Source: an optimization exercise on an open RTL-to-GDS flow (aim: small area, a short achievable clock period and few clock cycles per item). Production flows keep margins and buffers that such runs may drop.
Only simulation tests tie the RTL to the original design; equivalence was not proved.

==> run M <==
// surround_downmix_to_pcm16
module surround_downmix_to_pcm16 (
  input  logic               clk_i,
  input  logic               rst_ni,
  input  logic               cfg_valid_i,
  output logic               cfg_ready_o,
  input  logic [1:0]         cfg_index_i,
  input  logic [31:0]        cfg_data_i,
  input  logic               in_valid_i,
  output logic               in_ready_o,
  input  logic signed [31:0] in_sample_value_i,
  input  logic        [2:0]  in_channel_index_i,
  output logic               out_valid_o,
  input  logic               out_ready_i,
  output logic signed [15:0] out_pcm_value_o,
  output logic        [2:0]  out_channel_o,
  output logic               out_frame_last_o
);
Settings: LEC_CHECK=0, CAP_MARGIN=70, CORE_MARGIN=2, CORE_UTILIZATION=40, SLEW_MARGIN=70; clock period 12.0 ns.
run.sh (not shown) runs the stock make flow with config.mk's settings and CLKGATE_MAP_FILE= SYNTH_SCRIPT=/design/flow/synth_recipe.tcl, a recipe that flattens the netlist after the stock synthesis.
==> run P: changes against run M <==
- CAP_MARGIN: 70 -> 20
- SLEW_MARGIN: 70 -> 20
==> qor summary <==
quantity                                                                           run M                       run P
Length of routed met3 wiring                                                     8.23 mm                     7.61 mm
Slowest cell on the critical path                                  sky130_fd_sc_hd__fa_1  sky130_fd_sc_hd__a2bb2oi_4
First-pass GRT wire length                                                        224 mm                      223 mm
Number of antenna violations at the first check in global routing                      0                           4
GR met3 Demand/Resource                                                           0.0285                      0.0244
Wire per inst                                                                    20.2 um                     20.1 um
Reg2reg start                                                         cnt_q[1]$_DFF_PN1_            s2_gr[1]$_DFF_P_
Maximum fanout count along the critical path                                           7                          33
Finished Core Util                                                                 0.458                       0.443
Tmin final                                                                       5.48 ns                     5.48 ns
Final Cycle Share                                                                  0.457                       0.457
Critical R2R Capture                                                       dr[5]$_DFF_P_      accr_q[36]$_DFFE_PN0P_
Sequential fraction of total cell area                                             0.300                       0.309
Run status                                                      timing/DRC/antenna clean    timing/DRC/antenna clean
Clk cell area share                                                               0.0479                      0.0473
Minimum setup slack after placement                                              6.48 ns                     6.20 ns
Final Routed Wirelength                                                           143 mm                      142 mm
GR met2 Demand/Resource                                                            0.366                       0.368
Testbench counts of run M, summed over its fixed seeds: cycles 11,016, items 8,960.
Testbench counts of run P, summed over its fixed seeds: cycles 11,016, items 8,960.

==> inputs of job 1892 <==
surround_downmix_to_pcm16, a different RTL version from the one above (not shown whole).
Settings: LEC_CHECK=0, CAP_MARGIN=20, CORE_MARGIN=2, CORE_UTILIZATION=40, SLEW_MARGIN=20; clock period 12.0 ns.
==> job 4519: changes against job 1892 <==
--- a/flow/design.v
+++ b/flow/design.v
@@ -30,32 +30,19 @@
   always_ff @(posedge clk_i or negedge rst_ni) begin
     if (!rst_ni) begin
       dmen_q  <= 1'b0;
       cnt_q   <= 4'd2;
       roles_q <= '0;
     end else begin
       dmen_q <= dmen_d;
       cnt_q  <= cnt_d;
-      if (cfg_valid_i && cfg_index_i == 2'd2) roles_q <= role_codes(cfg_data_i);
+      if (cfg_valid_i && cfg_index_i == 2'd2) roles_q <= cfg_data_i;
     end
   end
-  function automatic logic [31:0] role_codes(logic [31:0] r);
-    for (int c = 0; c < 8; c++) begin
-      case (r[4*c +: 4])
-        4'd1:    role_codes[4*c +: 4] = {2'd1, 2'd0};
-        4'd2:    role_codes[4*c +: 4] = {2'd0, 2'd1};
-        4'd3:    role_codes[4*c +: 4] = {2'd2, 2'd2};
-        4'd4:    role_codes[4*c +: 4] = {2'd2, 2'd0};
-        4'd5:    role_codes[4*c +: 4] = {2'd0, 2'd2};
-        4'd6:    role_codes[4*c +: 4] = {2'd3, 2'd3};
-        default: role_codes[4*c +: 4] = 4'd0;
-      endcase
-    end
-  endfunction
   function automatic logic [2:0] last_ch(logic [3:0] c);
     if (c == 4'd0)  last_ch = 3'd0;
     else if (c[3])  last_ch = 3'd7;
     else            last_ch = c[2:0] - 3'd1;
   endfunction
   logic [2:0] nm1;
   logic       dm, dm_d;
   assign nm1  = last_ch(cnt_q);
@@ -72,33 +59,30 @@
       4'd7: hp_mul = 20'd324387;
       4'd8: hp_mul = 20'd370728;
       default: hp_mul = 20'd0;
     endcase
   endfunction
   logic [4:0]  kl_c, kr_c, kl_q, kr_q;
   logic [3:0]  bl_c, br_c, bl_q, br_q;
   logic [19:0] dl_q, dr_q, d_q;
-  logic [7:0] en_q;
-  always_ff @(posedge clk_i) begin
-    for (int c = 0; c < 8; c++) en_q[c] <= 3'(c) <= nm1;
-  end
   logic [1:0] kl_e [8];
   logic [1:0] kr_e [8];
   logic       bl_e [8];
   logic       br_e [8];
   always_comb begin
     for (int c = 0; c < 8; c++) begin
-      logic [1:0] gl, gr;
-      gl = roles_q[4*c+2 +: 2];
-      gr = roles_q[4*c +: 2];
-      kl_e[c] = !en_q[c] ? 2'd0 : (gl == 2'd1) ? 2'd2 : (gl == 2'd3) ? 2'd1 : 2'd0;
-      kr_e[c] = !en_q[c] ? 2'd0 : (gr == 2'd1) ? 2'd2 : (gr == 2'd3) ? 2'd1 : 2'd0;
-      bl_e[c] = en_q[c] && gl == 2'd2;
-      br_e[c] = en_q[c] && gr == 2'd2;
+      logic [3:0] r;
+      logic       en;
+      r  = roles_q[4*c +: 4];
+      en = 3'(c) <= nm1;
+      kl_e[c] = !en ? 2'd0 : (r == 4'd1) ? 2'd2 : (r == 4'd6) ? 2'd1 : 2'd0;
+      kr_e[c] = !en ? 2'd0 : (r == 4'd2) ? 2'd2 : (r == 4'd6) ? 2'd1 : 2'd0;
+      bl_e[c] = en && (r == 4'd3 || r == 4'd4);
+      br_e[c] = en && (r == 4'd3 || r == 4'd5);
     end
     kl_c = ((5'(kl_e[0]) + 5'(kl_e[1])) + (5'(kl_e[2]) + 5'(kl_e[3]))) +
            ((5'(kl_e[4]) + 5'(kl_e[5])) + (5'(kl_e[6]) + 5'(kl_e[7])));
     kr_c = ((5'(kr_e[0]) + 5'(kr_e[1])) + (5'(kr_e[2]) + 5'(kr_e[3]))) +
            ((5'(kr_e[4]) + 5'(kr_e[5])) + (5'(kr_e[6]) + 5'(kr_e[7])));
     bl_c = ((4'(bl_e[0]) + 4'(bl_e[1])) + (4'(bl_e[2]) + 4'(bl_e[3]))) +
            ((4'(bl_e[4]) + 4'(bl_e[5])) + (4'(bl_e[6]) + 4'(bl_e[7])));
     br_c = ((4'(br_e[0]) + 4'(br_e[1])) + (4'(br_e[2]) + 4'(br_e[3]))) +
@@ -127,17 +111,16 @@
   logic [2:0]  s2_gl, s2_gr;
   logic [31:0] s2_x, s2_t;
   logic signed [40:0] accl_q, accr_q;
   logic               fd_q;
   logic [NP-1:0] busy_q, busy_d;
   logic [4:0]    pcnt_q [NP];
   logic [4:0]    pcnt_d [NP];
   logic [NP-1:0] rrl_q, rrl_d, rrp_q, rrp_d;    
-  logic [NP-1:0] rrm_q;                         
   logic [19:0] reml_q [NP];
   logic [19:0] remr_q [NP];
   logic [15:0] shl_q [NP];
   logic [15:0] shr_q [NP];
   logic [NP-1:0] negl_q, negr_q, ovfl_q, ovfr_q;
   logic [2:0]  qv_q;
   logic        ov_n_q;
   logic [15:0] qpcm_q [3];
@@ -162,18 +145,29 @@
     if (in_ready_q) begin
       r1_x  <= in_sample_value_i;
       r1_ch <= in_channel_index_i;
     end
   end
   logic [3:0] r1_role;
   logic [2:0] gl_c, gr_c;
   assign r1_role = roles_q[{r1_ch, 2'b00} +: 4];
-  assign gl_c = {r1_role[3:2] == 2'd3, r1_role[3:2] == 2'd2, r1_role[3:2] == 2'd1};
-  assign gr_c = {r1_role[1:0] == 2'd3, r1_role[1:0] == 2'd2, r1_role[1:0] == 2'd1};
+  always_comb begin
+    gl_c = 3'b000;
+    gr_c = 3'b000;
+    case (r1_role)
+      4'd1: gl_c = 3'b001;
+      4'd2: gr_c = 3'b001;
+      4'd3: begin gl_c = 3'b010; gr_c = 3'b010; end
+      4'd4: gl_c = 3'b010;
+      4'd5: gr_c = 3'b010;
+      4'd6: begin gl_c = 3'b100; gr_c = 3'b100; end
+      default: ;
+    endcase
+  end
   assign s1_v_d = rel && dm;
   assign s1_c_d = s1_v_d && r1_close;
   always_ff @(posedge clk_i) begin
     s1_gl <= gl_c;
     s1_gr <= gr_c;
     s1_x  <= r1_x;
     s1_x5 <= 35'(signed'(r1_x)) + (35'(signed'(r1_x)) <<< 2);
   end
@@ -284,24 +278,22 @@
     rrp_d = dpush ? {rrp_q[NP-2:0], rrp_q[NP-1]} : rrp_q;
   end
   always_ff @(posedge clk_i or negedge rst_ni) begin
     if (!rst_ni) begin
       busy_q <= '0;
       rl_q   <= '0;
       rrl_q  <= NP'(1);
       rrp_q  <= NP'(1);
-      rrm_q  <= NP'(1);
       for (int p = 0; p < NP; p++) pcnt_q[p] <= '0;
     end else begin
       busy_q <= busy_d;
       rl_q   <= rl_d;
       rrl_q  <= rrl_d;
       rrp_q  <= rrp_d;
-      rrm_q  <= dpush ? {rrm_q[NP-2:0], rrm_q[NP-1]} : rrm_q;
       for (int p = 0; p < NP; p++) pcnt_q[p] <= pcnt_d[p];
     end
   end
   for (genvar p = 0; p < NP; p++) begin : g_pair
     logic [35:0] stl, str;
     assign stl = div_step(reml_q[p], shl_q[p], d_q, rl_q[p], negl_q[p]);
     assign str = div_step(remr_q[p], shr_q[p], d_q, rl_q[p], negr_q[p]);
     always_ff @(posedge clk_i) begin
@@ -336,17 +328,17 @@
   logic [2:0]  w0_ch;
   logic        w0_last;
   logic        nl, nr, ol, orr;
   logic        push1, push2;
   always_comb begin
     nl = 1'b0; nr = 1'b0; ol = 1'b0; orr = 1'b0;
     pl_sel = '0; pr_sel = '0;
     for (int p = 0; p < NP; p++) begin
-      if (rrm_q[p]) begin
+      if (rrp_q[p]) begin
         nl = negl_q[p]; nr = negr_q[p]; ol = ovfl_q[p]; orr = ovfr_q[p];
         pl_sel = shl_q[p]; pr_sel = shr_q[p];
       end
     end
   end
   assign push1  = dpush || ppush;
   assign push2  = dpush;
   assign w1_pcm = pcm_of(nr, orr, pr_sel);
==> job 6993: changes against job 1892 <==
--- a/flow/design.v
+++ b/flow/design.v
@@ -120,34 +120,35 @@
   logic [31:0] r1_x;
   logic [2:0]  r1_ch;
   logic               s1_v, s1_c, s1_v_d, s1_c_d;
   logic [2:0]         s1_gl, s1_gr;      
   logic signed [34:0] s1_x5;
   logic [31:0]        s1_x;
   logic        s2_v, s2_c;
   logic [2:0]  s2_gl, s2_gr;
+  logic [2:0]  s2_gln, s2_grn;    
   logic [31:0] s2_x, s2_t;
   logic signed [40:0] accl_q, accr_q;
   logic               fd_q;
   logic [NP-1:0] busy_q, busy_d;
   logic [4:0]    pcnt_q [NP];
   logic [4:0]    pcnt_d [NP];
   logic [NP-1:0] rrl_q, rrl_d, rrp_q, rrp_d;    
   logic [NP-1:0] rrm_q;                         
   logic [19:0] reml_q [NP];
   logic [19:0] remr_q [NP];
   logic [15:0] shl_q [NP];
   logic [15:0] shr_q [NP];
   logic [NP-1:0] negl_q, negr_q, ovfl_q, ovfr_q;
-  logic [2:0]  qv_q;
+  logic [1:0]  qv_q;
   logic        ov_n_q;
-  logic [15:0] qpcm_q [3];
-  logic [2:0]  qch_q [3];
-  logic [2:0]  qlast_q;
+  logic [15:0] qpcm_q [2];
+  logic [2:0]  qch_q [2];
+  logic [1:0]  qlast_q;
   assign in_ready_o = !in_busy_q;
   logic rel, ppush, dpush;
   assign rel   = in_ready_q && r1_v && r1_ok;    
   assign ppush = rel && !dm;
   always_comb begin
     if (in_ready_q) begin
       r1_v_d     = in_valid_i;
       r1_ok_d    = in_channel_index_i <= nm1;
@@ -183,76 +184,86 @@
   assign pt3  = 48'(signed'(s1_x)) << 8;
   assign pt4  = 48'(s1_x5);
   assign cs1s = pt1 ^ pt2 ^ pt3;
   assign cs1c = ((pt1 & pt2) | (pt1 & pt3) | (pt2 & pt3)) << 1;
   assign cs2s = cs1s ^ cs1c ^ pt4;
   assign cs2c = ((cs1s & cs1c) | (cs1s & pt4) | (cs1c & pt4)) << 1;
   assign p46  = cs2s + cs2c;
   always_ff @(posedge clk_i) begin
-    s2_gl <= s1_gl;
-    s2_gr <= s1_gr;
+    s2_gl  <= s1_gl;
+    s2_gr  <= s1_gr;
+    s2_gln <= ~s1_gl;
+    s2_grn <= ~s1_gr;
     s2_x  <= s1_x;
     s2_t  <= p46[47:16];
   end
   function automatic logic signed [39:0] clamp40(logic signed [40:0] a);
     if (a[40] != a[39]) clamp40 = a[40] ? {1'b1, 39'd0} : {1'b0, {39{1'b1}}};
     else                clamp40 = a[39:0];
   endfunction
   function automatic logic signed [32:0] term(logic [2:0] g, logic [31:0] x, logic [31:0] t);
     logic [32:0] xe, te, xh;
     xe = {x[31], x};
     te = {t[31], t};
     xh = {x[31], x[31], x[31:1]};
     term = ({33{g[0]}} & xe) | ({33{g[1]}} & te) | ({33{g[2]}} & xh);
   endfunction
-  logic signed [39:0] effl, effr, basel, baser;
+  logic signed [39:0] effl, effr;
   logic signed [32:0] tl, tr;
   assign effl  = clamp40(accl_q);
   assign effr  = clamp40(accr_q);
-  assign basel = fd_q ? '0 : effl;
-  assign baser = fd_q ? '0 : effr;
-  assign tl    = term(s2_gl, s2_x, s2_t);
-  assign tr    = term(s2_gr, s2_x, s2_t);
+  logic signed [32:0] tla, tlb, tra, trb;
+  assign tla   = term(s2_gl, s2_x, s2_t);
+  assign tlb   = term(~s2_gln, s2_x, s2_t);
+  assign tra   = term(s2_gr, s2_x, s2_t);
+  assign trb   = term(~s2_grn, s2_x, s2_t);
+  assign tl    = {tlb[32:16], tla[15:0]};
+  assign tr    = {trb[32:16], tra[15:0]};
   always_ff @(posedge clk_i or negedge rst_ni) begin
     if (!rst_ni) begin
       s1_v   <= 1'b0;
       s1_c   <= 1'b0;
       s2_v   <= 1'b0;
       s2_c   <= 1'b0;
       fd_q   <= 1'b0;
       accl_q <= '0;
       accr_q <= '0;
     end else begin
       s1_v <= s1_v_d;
       s1_c <= s1_c_d;
       s2_v <= s1_v;
       s2_c <= s1_c;
       fd_q <= s2_c;
-      if (s2_v) begin
-        accl_q <= 41'(basel) + 41'(tl);
-        accr_q <= 41'(baser) + 41'(tr);
+      if (s2_v && fd_q) begin
+        accl_q <= 41'(tl);
+        accr_q <= 41'(tr);
+      end else if (s2_v) begin
+        accl_q <= {accl_q[39], accl_q[39:0]} + 41'(tl);
+        accr_q <= {accr_q[39], accr_q[39:0]} + 41'(tr);
       end else if (fd_q) begin
         accl_q <= '0;
         accr_q <= '0;
+      end else begin
+        accl_q <= 41'(effl);
+        accr_q <= 41'(effr);
       end
     end
   end
   function automatic logic [36:0] div_init(logic signed [39:0] a);
     logic [39:0] m;
     m = a ^ {40{a[39]}};
     div_init = {|m[39:28], 1'b0, m[27:9], m[8:0], 7'd0};
   endfunction
   function automatic logic [35:0] div_step(logic [19:0] rem, logic [15:0] sh, logic [19:0] d,
                                            logic rl, logic neg);
     logic signed [21:0] r2, t;
     logic               q;
     r2 = 22'(signed'({rem, sh[15]}));
-    if (rem[19]) t = r2 + 22'(d);
-    else         t = r2 - 22'(d);
+    t = r2 + ({22{!rem[19]}} ^ 22'(d)) + 22'(!rem[19]);
     q = !t[21] || (rl && neg && (&t[21:8]));
     div_step = {t[19:0], sh[14:0], q};
   endfunction
   function automatic logic [15:0] pcm_of(logic neg, logic ovf, logic [15:0] q16);
     logic [15:0] v;
     v = ({1'b0, q16[15:1]} ^ {16{neg}}) + 16'(q16[0] ^ neg);
     if (ovf)                pcm_of = neg ? 16'h8000 : 16'h7fff;
     else if (!neg && v[15]) pcm_of = 16'h7fff;
@@ -260,17 +271,17 @@
   endfunction
   logic [36:0] initl, initr;
   assign initl = div_init(effl);
   assign initr = div_init(effr);
   logic [NP-1:0] pdone, rl_q, rl_d;
   always_comb begin
     for (int p = 0; p < NP; p++) pdone[p] = busy_q[p] && (pcnt_q[p] == 5'd0);
   end
-  assign dpush = |(pdone & rrp_q) && !qv_q[1];
+  assign dpush = |(pdone & rrp_q) && !qv_q[0];
   always_comb begin
     busy_d = busy_q;
     for (int p = 0; p < NP; p++) begin
       pcnt_d[p] = pcnt_q[p];
       if (fd_q && rrl_q[p]) begin
         busy_d[p] = 1'b1;
         pcnt_d[p] = 5'(NS);
       end else if (dpush && rrp_q[p]) begin
@@ -356,64 +367,59 @@
       w0_ch   = 3'd0;
       w0_last = 1'b0;
     end else begin
       w0_pcm  = pass_pcm;
       w0_ch   = r1_ch;
       w0_last = r1_close;
     end
   end
-  logic [2:0]  nv [2];
-  logic [15:0] npcm [2][3];
-  logic [2:0]  nch [2][3];
-  logic        nlast [2][3];
+  logic [1:0]  nv [2];
+  logic [15:0] npcm [2][2];
+  logic [2:0]  nch [2][2];
+  logic        nlast [2][2];
   always_comb begin
     for (int dq = 0; dq < 2; dq++) begin
-      logic [2:0] sv;
-      logic [2:0] at0, at1;
-      sv  = (dq == 1) ? {1'b0, qv_q[2:1]} : qv_q;
-      at0 = {!sv[2] && sv[1], !sv[1] && sv[0], !sv[0]};
-      at1 = {!sv[1] && sv[0], !sv[0], 1'b0};
-      nv[dq][0] = sv[0] || push1;
-      nv[dq][1] = sv[1] || (sv[0] && push1) || push2;
-      nv[dq][2] = sv[2] || (sv[1] && push1) || (sv[0] && push2);
-      for (int i = 0; i < 3; i++) begin
-        if (at0[i] && push1) begin
-          npcm[dq][i]  = w0_pcm;
-          nch[dq][i]   = w0_ch;
-          nlast[dq][i] = w0_last;
-        end else if (at1[i] && push2) begin
-          npcm[dq][i]  = w1_pcm;
-          nch[dq][i]   = 3'd1;
-          nlast[dq][i] = 1'b1;
-        end else if (dq == 1 && i < 2) begin
-          npcm[dq][i]  = qpcm_q[i+1];
-          nch[dq][i]   = qch_q[i+1];
-          nlast[dq][i] = qlast_q[i+1];
+      logic [1:0] sv;
+      sv = (dq == 1) ? {1'b0, qv_q[1]} : qv_q;
+      npcm[dq][1] = qpcm_q[1];  nch[dq][1] = qch_q[1];  nlast[dq][1] = qlast_q[1];
+      if (dq == 1) begin
+        npcm[dq][0] = qpcm_q[1];  nch[dq][0] = qch_q[1];  nlast[dq][0] = qlast_q[1];
+      end else begin
+        npcm[dq][0] = qpcm_q[0];  nch[dq][0] = qch_q[0];  nlast[dq][0] = qlast_q[0];
+      end
+      if (dpush) begin
+        nv[dq] = 2'b11;
+        npcm[dq][0] = w0_pcm;  nch[dq][0] = w0_ch;  nlast[dq][0] = w0_last;
+        npcm[dq][1] = w1_pcm;  nch[dq][1] = 3'd1;   nlast[dq][1] = 1'b1;
+      end else if (ppush) begin
+        nv[dq] = {sv[0], 1'b1};
+        if (sv[0]) begin
+          npcm[dq][1] = w0_pcm;  nch[dq][1] = w0_ch;  nlast[dq][1] = w0_last;
         end else begin
-          npcm[dq][i]  = qpcm_q[i];
-          nch[dq][i]   = qch_q[i];
-          nlast[dq][i] = qlast_q[i];
+          npcm[dq][0] = w0_pcm;  nch[dq][0] = w0_ch;  nlast[dq][0] = w0_last;
         end
+      end else begin
+        nv[dq] = sv;
       end
     end
   end
   logic deq;
   assign deq = qv_q[0] && out_ready_i;
   always_ff @(posedge clk_i or negedge rst_ni) begin
     if (!rst_ni) begin
       qv_q   <= '0;
       ov_n_q <= 1'b1;
     end else begin
       qv_q   <= deq ? nv[1] : nv[0];
       ov_n_q <= deq ? !nv[1][0] : !nv[0][0];
     end
   end
   always_ff @(posedge clk_i) begin
-    for (int i = 0; i < 3; i++) begin
+    for (int i = 0; i < 2; i++) begin
       qpcm_q[i]  <= deq ? npcm[1][i]  : npcm[0][i];
       qch_q[i]   <= deq ? nch[1][i]   : nch[0][i];
       qlast_q[i] <= deq ? nlast[1][i] : nlast[0][i];
     end
   end
   assign out_valid_o      = !ov_n_q;
   assign out_pcm_value_o  = qpcm_q[0];
   assign out_channel_o    = qch_q[0];
@@ -421,22 +427,27 @@
   logic [NP-1:0] pbusy_d, pnear_d;
   logic          take_d0, take_d1;
   always_comb begin
     for (int p = 0; p < NP; p++) begin
       pbusy_d[p] = busy_d[p] && rrl_d[p];
       pnear_d[p] = pcnt_d[p] <= 5'd3;
     end
   end
-  function automatic logic take_fn(logic v, logic ok, logic close, logic dmx, logic [2:0] qv,
+  logic near, spaced_d;
+  assign near     = !(accl_q[40:38] == 3'b000 || accl_q[40:38] == 3'b111) ||
+                    !(accr_q[40:38] == 3'b000 || accr_q[40:38] == 3'b111);
+  assign spaced_d = !near || (!s1_v_d && !s1_v);
+  function automatic logic take_fn(logic v, logic ok, logic close, logic dmx, logic [1:0] qv,
                                    logic cfree, logic pbusy, logic pnear);
     if (!v || !ok)      take_fn = 1'b1;
-    else if (!dmx)      take_fn = !qv[2];
+    else if (!dmx)      take_fn = !qv[1];
+    else if (!spaced_d) take_fn = 1'b0;
     else if (!close)    take_fn = 1'b1;
-    else                take_fn = cfree && (!pbusy || (pnear && !qv[1]));
+    else                take_fn = cfree && (!pbusy || (pnear && !qv[0]));
   endfunction
   logic cfree_d, pb_d, pn_d;
   assign cfree_d = !s1_c_d && !s1_c && !s2_c;
   assign pb_d    = |pbusy_d;
   assign pn_d    = |(pbusy_d & pnear_d);
   assign take_d0 = take_fn(r1_v_d, r1_ok_d, r1_close_d, dm_d, nv[0], cfree_d, pb_d, pn_d);
   assign take_d1 = take_fn(r1_v_d, r1_ok_d, r1_close_d, dm_d, nv[1], cfree_d, pb_d, pn_d);
   always_ff @(posedge clk_i or negedge rst_ni) begin
==> summary.md <==
• status: timing/DRC/antenna clean
• Final Routed Wirelength: 138 mm
• wire length of the first global-routing pass: 213 mm
• Async SR Flop Fraction: 23.2%
• pin count of the biggest net entering global routing: 70
• standard-cell row count: 126
• fraction of standard cell area in multi-input logic: 53.3%
• post-route clock skew: 0.0440 ns
Source of the figures above: job 6993

==> summary.md <==
• status: timing/DRC/antenna clean
• Async SR Flop Fraction: 22.9%
• wire length of the first global-routing pass: 218 mm
• post-route clock skew: 0.0316 ns
Source of the figures above: job 1892

==> summary.md <==
• status: timing/DRC/antenna clean
• standard-cell row count: 128
• Async SR Flop Fraction: 22.8%
• post-route clock skew: 0.0424 ns
Source of the figures above: job 4519

Testbench counts of job 1892, summed over its fixed seeds: cycles 11,512, items 8,960.
Testbench counts of job 4519, summed over its fixed seeds: cycles 11,512, items 8,960.
Testbench counts of job 6993, summed over its fixed seeds: cycles 11,512, items 8,960.

separate check: timing with driven ports:
Ports are ideal in the flow. The routed layouts listed here were re-timed in OpenROAD.
Step 1: set_driving_cell puts a clkbuf_16 on clk_i and a buf_2 on each other input, an assumption about the parent block.
Step 2, shift: input delay + t, output delay - t, t = (earliest + latest rising clock arrival at the registers) / 2. This alone moves slack from input paths to output paths.
a / b / c = ideal / step 1 / step 2; a / b = the first two.
run	t, ns	setup slack, ns	cell pins on the clock port's net
run M	0.744	6.519 / 6.519 / 6.519	1
run P	0.743	6.515 / 6.515 / 6.466	1
job 1892	0.714	6.803 / 6.803 / 6.803	1
job 4519	0.738	6.642 / 6.642 / 6.642	1
job 6993	0.729	7.362 / 7.362 / 7.362	1
After both steps every run listed still meets setup and hold. For run P, which loses most, drivers alone change the setup slack by 0.000 ns; drivers and shift together by -0.049 ns.
